What follows belongs to an exercise in optimizing a design on an open flow for small area; a production flow would make more cautious choices. At most, simulation tests tie the RTL to the original design; equivalence was not proved. Power and IR drop assume default switching activity.

Setup of run P:
==> flow/design.v <==
    localparam int unsigned XLEN  = 64;
    localparam int unsigned HALF  = XLEN / 2;
    localparam int unsigned ACC_W = 2 * XLEN;
    localparam int unsigned CNT_W = 7;
    localparam logic [3:0] MD_MUL    = 4'd0;
    localparam logic [3:0] MD_MULH   = 4'd1;
    localparam logic [3:0] MD_MULHSU = 4'd2;
    localparam logic [3:0] MD_MULHU  = 4'd3;
    localparam logic [3:0] MD_DIV    = 4'd4;
    localparam logic [3:0] MD_DIVU   = 4'd5;
    localparam logic [3:0] MD_REM    = 4'd6;
    localparam logic [3:0] MD_REMU   = 4'd7;
    localparam logic [3:0] MD_MULW   = 4'd8;
    localparam logic [3:0] MD_DIVW   = 4'd9;
    localparam logic [3:0] MD_DIVUW  = 4'd10;
    localparam logic [3:0] MD_REMW   = 4'd11;
    localparam logic [3:0] MD_REMUW  = 4'd12;
    localparam logic [1:0] MD_IDLE = 2'd0;
    localparam logic [1:0] MD_BUSY = 2'd1;
    localparam logic [1:0] MD_FIX  = 2'd2;
    localparam logic [1:0] MD_DONE = 2'd3;
    function automatic logic is_md_op(input logic [3:0] f_op);
        is_md_op = (f_op <= 4'd12);
    endfunction
    function automatic logic is_div(input logic [3:0] f_op);
        case (f_op)
            MD_DIV, MD_DIVU, MD_REM, MD_REMU,
            MD_DIVW, MD_DIVUW, MD_REMW, MD_REMUW: is_div = 1'b1;
            default:                              is_div = 1'b0;
        endcase
    endfunction
    function automatic logic is_rem(input logic [3:0] f_op);
        case (f_op)
            MD_REM, MD_REMU, MD_REMW, MD_REMUW: is_rem = 1'b1;
            default:                            is_rem = 1'b0;
        endcase
    endfunction
    function automatic logic is_signed_a(input logic [3:0] f_op);
        case (f_op)
            MD_MULH, MD_MULHSU, MD_DIV, MD_REM, MD_DIVW, MD_REMW: is_signed_a = 1'b1;
            default:                                              is_signed_a = 1'b0;
        endcase
    endfunction
    function automatic logic is_signed_b(input logic [3:0] f_op);
        case (f_op)
            MD_MULH, MD_DIV, MD_REM, MD_DIVW, MD_REMW: is_signed_b = 1'b1;
            default:                                   is_signed_b = 1'b0;
        endcase
    endfunction
    function automatic logic is_word(input logic [3:0] f_op);
        case (f_op)
            MD_MULW, MD_DIVW, MD_DIVUW, MD_REMW, MD_REMUW: is_word = 1'b1;
            default:                                       is_word = 1'b0;
        endcase
    endfunction
    function automatic logic is_high(input logic [3:0] f_op);
        case (f_op)
            MD_MULH, MD_MULHSU, MD_MULHU: is_high = 1'b1;
            default:                      is_high = 1'b0;
        endcase
    endfunction
module md_add66
(
    input  logic [65:0] x,
    input  logic [65:0] y,
    input  logic        cin,
    output logic [65:0] sum
);
    localparam int K  = 5;
    localparam int NB = (66 + K - 1) / K;
    localparam int NP = NB * K;
    logic [NP-1:0] p, g, sfull;
    logic [NB:0]   bc;
    assign p  = {{(NP-66){1'b0}}, x ^ y};
    assign g  = {{(NP-66){1'b0}}, x & y};
    assign bc[0] = cin;
    for (genvar i = 0; i < NB; i++) begin : blk
        logic [K:0] gg, pp;
        assign gg[0] = 1'b0;
        assign pp[0] = 1'b1;
        for (genvar j = 0; j < K; j++) begin : b
            assign gg[j+1] = g[i*K+j] | (p[i*K+j] & gg[j]);
            assign pp[j+1] = p[i*K+j] & pp[j];
            assign sfull[i*K+j] = p[i*K+j] ^ (gg[j] | (pp[j] & bc[i]));
        end
        assign bc[i+1] = gg[K] | (pp[K] & bc[i]);
    end
    assign sum = sfull[65:0];
endmodule
module md_exec_unit
(
    input  logic               clk,
    input  logic               reset,
    input  logic               req_valid,
    input  logic [3:0]         op,
    input  logic [63:0]        srca,
    input  logic [63:0]        srcb,
    input  logic               hold,
    input  logic               flush,
    output logic               exe_is_waiting,
    output logic               result_valid,
    output logic [63:0]        result
);
    localparam int unsigned XLEN  = 64;
    localparam int unsigned HALF  = XLEN / 2;
    localparam int unsigned ACC_W = 2 * XLEN;
    localparam int unsigned CNT_W = 7;
    localparam logic [3:0] MD_MUL    = 4'd0;
    localparam logic [3:0] MD_MULH   = 4'd1;
    localparam logic [3:0] MD_MULHSU = 4'd2;
    localparam logic [3:0] MD_MULHU  = 4'd3;
    localparam logic [3:0] MD_DIV    = 4'd4;
    localparam logic [3:0] MD_DIVU   = 4'd5;
    localparam logic [3:0] MD_REM    = 4'd6;
    localparam logic [3:0] MD_REMU   = 4'd7;
    localparam logic [3:0] MD_MULW   = 4'd8;
    localparam logic [3:0] MD_DIVW   = 4'd9;
    localparam logic [3:0] MD_DIVUW  = 4'd10;
    localparam logic [3:0] MD_REMW   = 4'd11;
    localparam logic [3:0] MD_REMUW  = 4'd12;
    localparam logic [1:0] MD_IDLE = 2'd0;
    localparam logic [1:0] MD_BUSY = 2'd1;
    localparam logic [1:0] MD_FIX  = 2'd2;
    localparam logic [1:0] MD_DONE = 2'd3;
    function automatic logic is_md_op(input logic [3:0] f_op);
        is_md_op = (f_op <= 4'd12);
    endfunction
    function automatic logic is_div(input logic [3:0] f_op);
        case (f_op)
            MD_DIV, MD_DIVU, MD_REM, MD_REMU,
            MD_DIVW, MD_DIVUW, MD_REMW, MD_REMUW: is_div = 1'b1;
            default:                              is_div = 1'b0;
        endcase
    endfunction
    function automatic logic is_rem(input logic [3:0] f_op);
        case (f_op)
            MD_REM, MD_REMU, MD_REMW, MD_REMUW: is_rem = 1'b1;
            default:                            is_rem = 1'b0;
        endcase
    endfunction
    function automatic logic is_signed_a(input logic [3:0] f_op);
        case (f_op)
            MD_MULH, MD_MULHSU, MD_DIV, MD_REM, MD_DIVW, MD_REMW: is_signed_a = 1'b1;
            default:                                              is_signed_a = 1'b0;
        endcase
    endfunction
    function automatic logic is_signed_b(input logic [3:0] f_op);
        case (f_op)
            MD_MULH, MD_DIV, MD_REM, MD_DIVW, MD_REMW: is_signed_b = 1'b1;
            default:                                   is_signed_b = 1'b0;
        endcase
    endfunction
    function automatic logic is_word(input logic [3:0] f_op);
        case (f_op)
            MD_MULW, MD_DIVW, MD_DIVUW, MD_REMW, MD_REMUW: is_word = 1'b1;
            default:                                       is_word = 1'b0;
        endcase
    endfunction
    function automatic logic is_high(input logic [3:0] f_op);
        case (f_op)
            MD_MULH, MD_MULHSU, MD_MULHU: is_high = 1'b1;
            default:                      is_high = 1'b0;
        endcase
    endfunction
    localparam logic [2:0] P_IDLE  = 3'd0;
    localparam logic [2:0] P_PRE   = 3'd1;   
    localparam logic [2:0] P_INIT  = 3'd2;   
    localparam logic [2:0] P_STEP  = 3'd3;   
    localparam logic [2:0] P_POST0 = 3'd4;   
    localparam logic [2:0] P_POST  = 3'd5;   
    localparam logic [2:0] P_REPL  = 3'd6;   
    localparam logic [2:0] P_DONE  = 3'd7;
    logic [2:0]  ph, ph_n;
    logic [5:0]  cnt, cnt_n;
    logic [3:0]  op_q;
    logic [65:0] H;
    logic [63:0] L;
    logic [63:0] M;
    logic        na_q, dneg_q;
    logic        seen;
    logic        allone;
    logic        k_idle, k_clrh, k_divm, k_done, k_shr, k_sdyn, k_enl, k_sbase, k_enhs;
    logic        idle, accept, f_div, f_rem, f_w, f_sa, f_high;
    logic        n_div, n_rem, n_w, n_sa, n_dneg;
    logic        term, term_n, hs_step, hs_post, en, s, q, raw, negact, lin, cnt_inc;
    logic [65:0] mext, y, S;
    always_comb begin
        idle   = (ph == P_IDLE);
        accept = idle & req_valid & ~flush & is_md_op(op);
        f_div  = is_div(op_q);
        f_rem  = is_rem(op_q);
        f_w    = op_q[3];
        f_sa   = is_signed_a(op_q);
        f_high = is_high(op_q);
        term   = (&cnt[4:0]) & (cnt[5] | f_w);
        cnt_inc = (ph == P_PRE) | (ph == P_STEP) | (ph == P_POST) | (ph == P_REPL);
        ph_n = ph;
        case (ph)
            P_IDLE:  if (accept) ph_n = is_div(op) ? P_PRE : P_STEP;
            P_PRE:   if (term) ph_n = P_INIT;
            P_INIT:  ph_n = P_STEP;
            P_STEP:  if (term) ph_n = f_div ? (f_rem ? P_POST0 : P_POST)
                                     : (f_high ? P_POST : (f_w ? P_REPL : P_DONE));
            P_POST0: ph_n = P_POST;
            P_POST:  if (term) ph_n = f_w ? P_REPL : P_DONE;
            P_REPL:  if (term) ph_n = P_DONE;
            default: if (!hold) ph_n = P_IDLE;    
        endcase
        if (flush) ph_n = P_IDLE;
        cnt_n = (flush | idle) ? 6'd0 : (cnt_inc ? cnt + 6'd1 : cnt);
        n_div  = idle ? is_div(op)      : f_div;
        n_rem  = idle ? is_rem(op)      : f_rem;
        n_w    = idle ? op[3]           : f_w;
        n_sa   = idle ? is_signed_a(op) : f_sa;
        n_dneg = dneg_q;
        term_n = (&cnt_n[4:0]) & (cnt_n[5] | n_w);
        hs_step = f_w ? H[33] : H[65];
        hs_post = f_w ? H[32] : H[65];
        en = (k_enl & L[0]) | k_sdyn | (k_enhs & hs_post);
        s  = k_sdyn ? (hs_step ^ ~dneg_q) : k_sbase;
        mext        = {{2{is_signed_b(op_q) & M[63]}}, M};
        mext[32]    = f_w ? dneg_q : M[32];
        y           = ({66{en}} & mext) ^ {66{s}};
        q           = ~(f_w ? S[32] : S[65]);
        raw = S[0];
        if ((ph == P_PRE) | ((ph == P_POST) & f_div & ~f_rem)) raw = L[0];
        else if (ph == P_REPL)                                  raw = L[63];
        negact = 1'b0;
        if (ph == P_PRE)       negact = na_q;
        else if (ph == P_POST) negact = f_div & (f_rem ? na_q : ((na_q ^ dneg_q) & ~allone));
        lin = raw ^ (negact & seen);
    end
    md_add66 u_add (
        .x   (H),
        .y   (y),
        .cin (s),
        .sum (S)
    );
    always_ff @(posedge clk) begin
        if (k_idle) begin
            M      <= srcb;
            op_q   <= op;
            na_q   <= is_signed_a(op) & (op[3] ? srca[31] : srca[63]);
            dneg_q <= is_signed_b(op) & (op[3] ? srcb[31] : srcb[63]);
        end
        if (k_clrh)                H <= '0;
        else if (k_divm)           H <= {S[64:0], L[63]};
        else                       H <= {S[65], S[65:1]};
        L <= ({64{k_idle}} & srca)
           | ({64{k_divm}} & {L[62:0], q})
           | ({64{k_shr}}  & {lin, L[63:1]})
           | ({64{k_done}} & L);
        if ((ph == P_PRE) | (ph == P_POST)) seen <= seen | raw;
        else                                seen <= 1'b0;
        if (ph == P_INIT)                   allone <= 1'b1;
        else if (k_sdyn)                    allone <= allone & q;
    end
    always_ff @(posedge clk or negedge reset) begin
        if (!reset) begin
            ph      <= P_IDLE;
            cnt     <= '0;
            k_idle  <= 1'b1;
            k_clrh  <= 1'b1;
            k_divm  <= 1'b0;
            k_done  <= 1'b0;
            k_shr   <= 1'b0;
            k_sdyn  <= 1'b0;
            k_enl   <= 1'b0;
            k_sbase <= 1'b0;
            k_enhs  <= 1'b0;
        end else begin
            ph      <= ph_n;
            cnt     <= cnt_n;
            k_idle  <= (ph_n == P_IDLE);
            k_clrh  <= (ph_n == P_IDLE) | (ph_n == P_PRE);
            k_divm  <= (ph_n == P_INIT) | ((ph_n == P_STEP) & n_div);
            k_done  <= (ph_n == P_DONE);
            k_shr   <= (ph_n != P_IDLE) & (ph_n != P_DONE) & ~((ph_n == P_INIT) | ((ph_n == P_STEP) & n_div));
            k_sdyn  <= (ph_n == P_STEP) & n_div;
            k_enl   <= (ph_n == P_STEP) & ~n_div;
            k_sbase <= ((ph_n == P_STEP) & ~n_div & n_sa & term_n) | ((ph_n == P_POST) & n_dneg);
            k_enhs  <= (ph_n == P_POST) & n_rem & (cnt_n == 6'd0);
        end
    end
    assign exe_is_waiting = reset & (accept | ((ph != P_IDLE) & (ph != P_DONE)));
    assign result_valid   = (ph == P_DONE);
    assign result         = L;
endmodule
export LEC_CHECK = 0
export ABC_AREA = 1
export CAP_MARGIN = 0
export CORE_MARGIN = 2
export CORE_UTILIZATION = 65
export CTS_BUF_LIST = sky130_fd_sc_hd__clkbuf_4
export SLEW_MARGIN = 0
create_clock -name core_clock -period 5.5 [get_ports {clk}]
standard.sh (not shown) runs the stock make flow with config.mk's settings and CLKGATE_MAP_FILE= SYNTH_SCRIPT=/design/flow/synth_recipe.tcl, a recipe that flattens the netlist after the stock synthesis.
==> flow/flow/run.sh <==
#!/bin/bash
# Standard layout, except that the port buffers are the smallest buffer cell.
set -euo pipefail
export BUFFER_PORTS_ARGS="-buffer_cell sky130_fd_sc_hd__buf_1"
bash standard.sh > standard_sh.log 2>&1
Input changes introduced in run R (baseline for comparison: run P):
--- a/flow/design.v
+++ b/flow/design.v
@@ -65,9 +65,9 @@
     input  logic [65:0] y,
     input  logic        cin,
     output logic [65:0] sum
 );
-    localparam int K  = 5;
+    localparam int K  = 11;
     localparam int NB = (66 + K - 1) / K;
     localparam int NP = NB * K;
     logic [NP-1:0] p, g, sfull;
     logic [NB:0]   bc;
@@ -178,9 +178,9 @@
     logic [63:0] M;
     logic        na_q, dneg_q;
     logic        seen;
     logic        allone;
-    logic        k_idle, k_clrh, k_divm, k_done, k_shr, k_sdyn, k_enl, k_sbase, k_enhs;
+    logic        k_idle, k_clrh, k_divm, k_done, k_sdyn, k_enl, k_sbase, k_enhs;
     logic        idle, accept, f_div, f_rem, f_w, f_sa, f_high;
     logic        n_div, n_rem, n_w, n_sa, n_dneg;
     logic        term, term_n, hs_step, hs_post, en, s, q, raw, negact, lin, cnt_inc;
     logic [65:0] mext, y, S;
@@ -245,12 +245,11 @@
         end
         if (k_clrh)                H <= '0;
         else if (k_divm)           H <= {S[64:0], L[63]};
         else                       H <= {S[65], S[65:1]};
-        L <= ({64{k_idle}} & srca)
-           | ({64{k_divm}} & {L[62:0], q})
-           | ({64{k_shr}}  & {lin, L[63:1]})
-           | ({64{k_done}} & L);
+        if (k_idle)                L <= srca;
+        else if (k_divm)           L <= {L[62:0], q};
+        else if (!k_done)          L <= {lin, L[63:1]};
         if ((ph == P_PRE) | (ph == P_POST)) seen <= seen | raw;
         else                                seen <= 1'b0;
         if (ph == P_INIT)                   allone <= 1'b1;
         else if (k_sdyn)                    allone <= allone & q;
@@ -262,9 +261,8 @@
             k_idle  <= 1'b1;
             k_clrh  <= 1'b1;
             k_divm  <= 1'b0;
             k_done  <= 1'b0;
-            k_shr   <= 1'b0;
             k_sdyn  <= 1'b0;
             k_enl   <= 1'b0;
             k_sbase <= 1'b0;
             k_enhs  <= 1'b0;
@@ -274,9 +272,8 @@
             k_idle  <= (ph_n == P_IDLE);
             k_clrh  <= (ph_n == P_IDLE) | (ph_n == P_PRE);
             k_divm  <= (ph_n == P_INIT) | ((ph_n == P_STEP) & n_div);
             k_done  <= (ph_n == P_DONE);
-            k_shr   <= (ph_n != P_IDLE) & (ph_n != P_DONE) & ~((ph_n == P_INIT) | ((ph_n == P_STEP) & n_div));
             k_sdyn  <= (ph_n == P_STEP) & n_div;
             k_enl   <= (ph_n == P_STEP) & ~n_div;
             k_sbase <= ((ph_n == P_STEP) & ~n_div & n_sa & term_n) | ((ph_n == P_POST) & n_dneg);
             k_enhs  <= (ph_n == P_POST) & n_rem & (cnt_n == 6'd0);
Results
Going from run P to run R, the share of the core filled with cells in the final layout was found to have gone down by 0.23 points.
Run P → run R: share of layout cells above drive strength 1 shows an increase of 1.2 points; die outline height moved up.
Comparing run P and run R, number of buffers and inverters on the critical path is higher on run P.
For the total number of nets in the final design, run R came in 1.2% lower than run P did.
For run R, the most common cell after layout, fill and taps aside was nand2_1, unlike run P, where it was inv_1.
Comparing number of enable-type register cells in the synthesized netlist for run P and run R, the bigger number came from run R.
| count of distinct cell types in the synthesized netlist | lower: run P |
Run R falls short of run P in via count.
Power: run R draws more than run P
For the storage element area, run R came in 12% higher than run P did.
Between run P and run R, the flow reports via count of the first global-routing pass increasing by a few percent.
On total die area, run R does worse than run P.
Final routed wirelength across all metal layers was lower in run P than in run R.
The RTL of run R was laid out without a check of its function.

## static timing again, ports no longer ideal
The results above use ideal ports. As a check the final layouts listed here were re-extracted and re-timed, cells and wires unchanged. Step 1 (the two cells are an assumption about what drives the block):
set clk [get_ports {clk}]
set_driving_cell -lib_cell sky130_fd_sc_hd__clkbuf_16 $clk
set_driving_cell -lib_cell sky130_fd_sc_hd__buf_2 [delete_from_list [all_inputs] $clk]
Step 2 moves the port delays by t, midway between the first and last clock arrival at a register: inputs arrive t later, outputs are due t later. That takes back most of the time a late clock gives input paths. a / b / c = ideal ports / drivers / drivers and shift; a / b = the first two.
| run | t (ns) | slack for setup (ns) | hold slack, ns | latest minus earliest clock arrival (ns) | pins driven straight from the clock port |
|---|---|---|---|---|---|
| run P | 0.694 | 0.622 / 0.622 / 0.622 | 0.404 / 0.387 / 0.456 | 0.056 / 0.056 | 1 |
| run R | 0.701 | 0.469 / 0.469 / 0.469 | 0.363 / 0.346 / 0.455 | 0.028 / 0.028 | 1 |
After both steps every run listed still meets setup and hold.
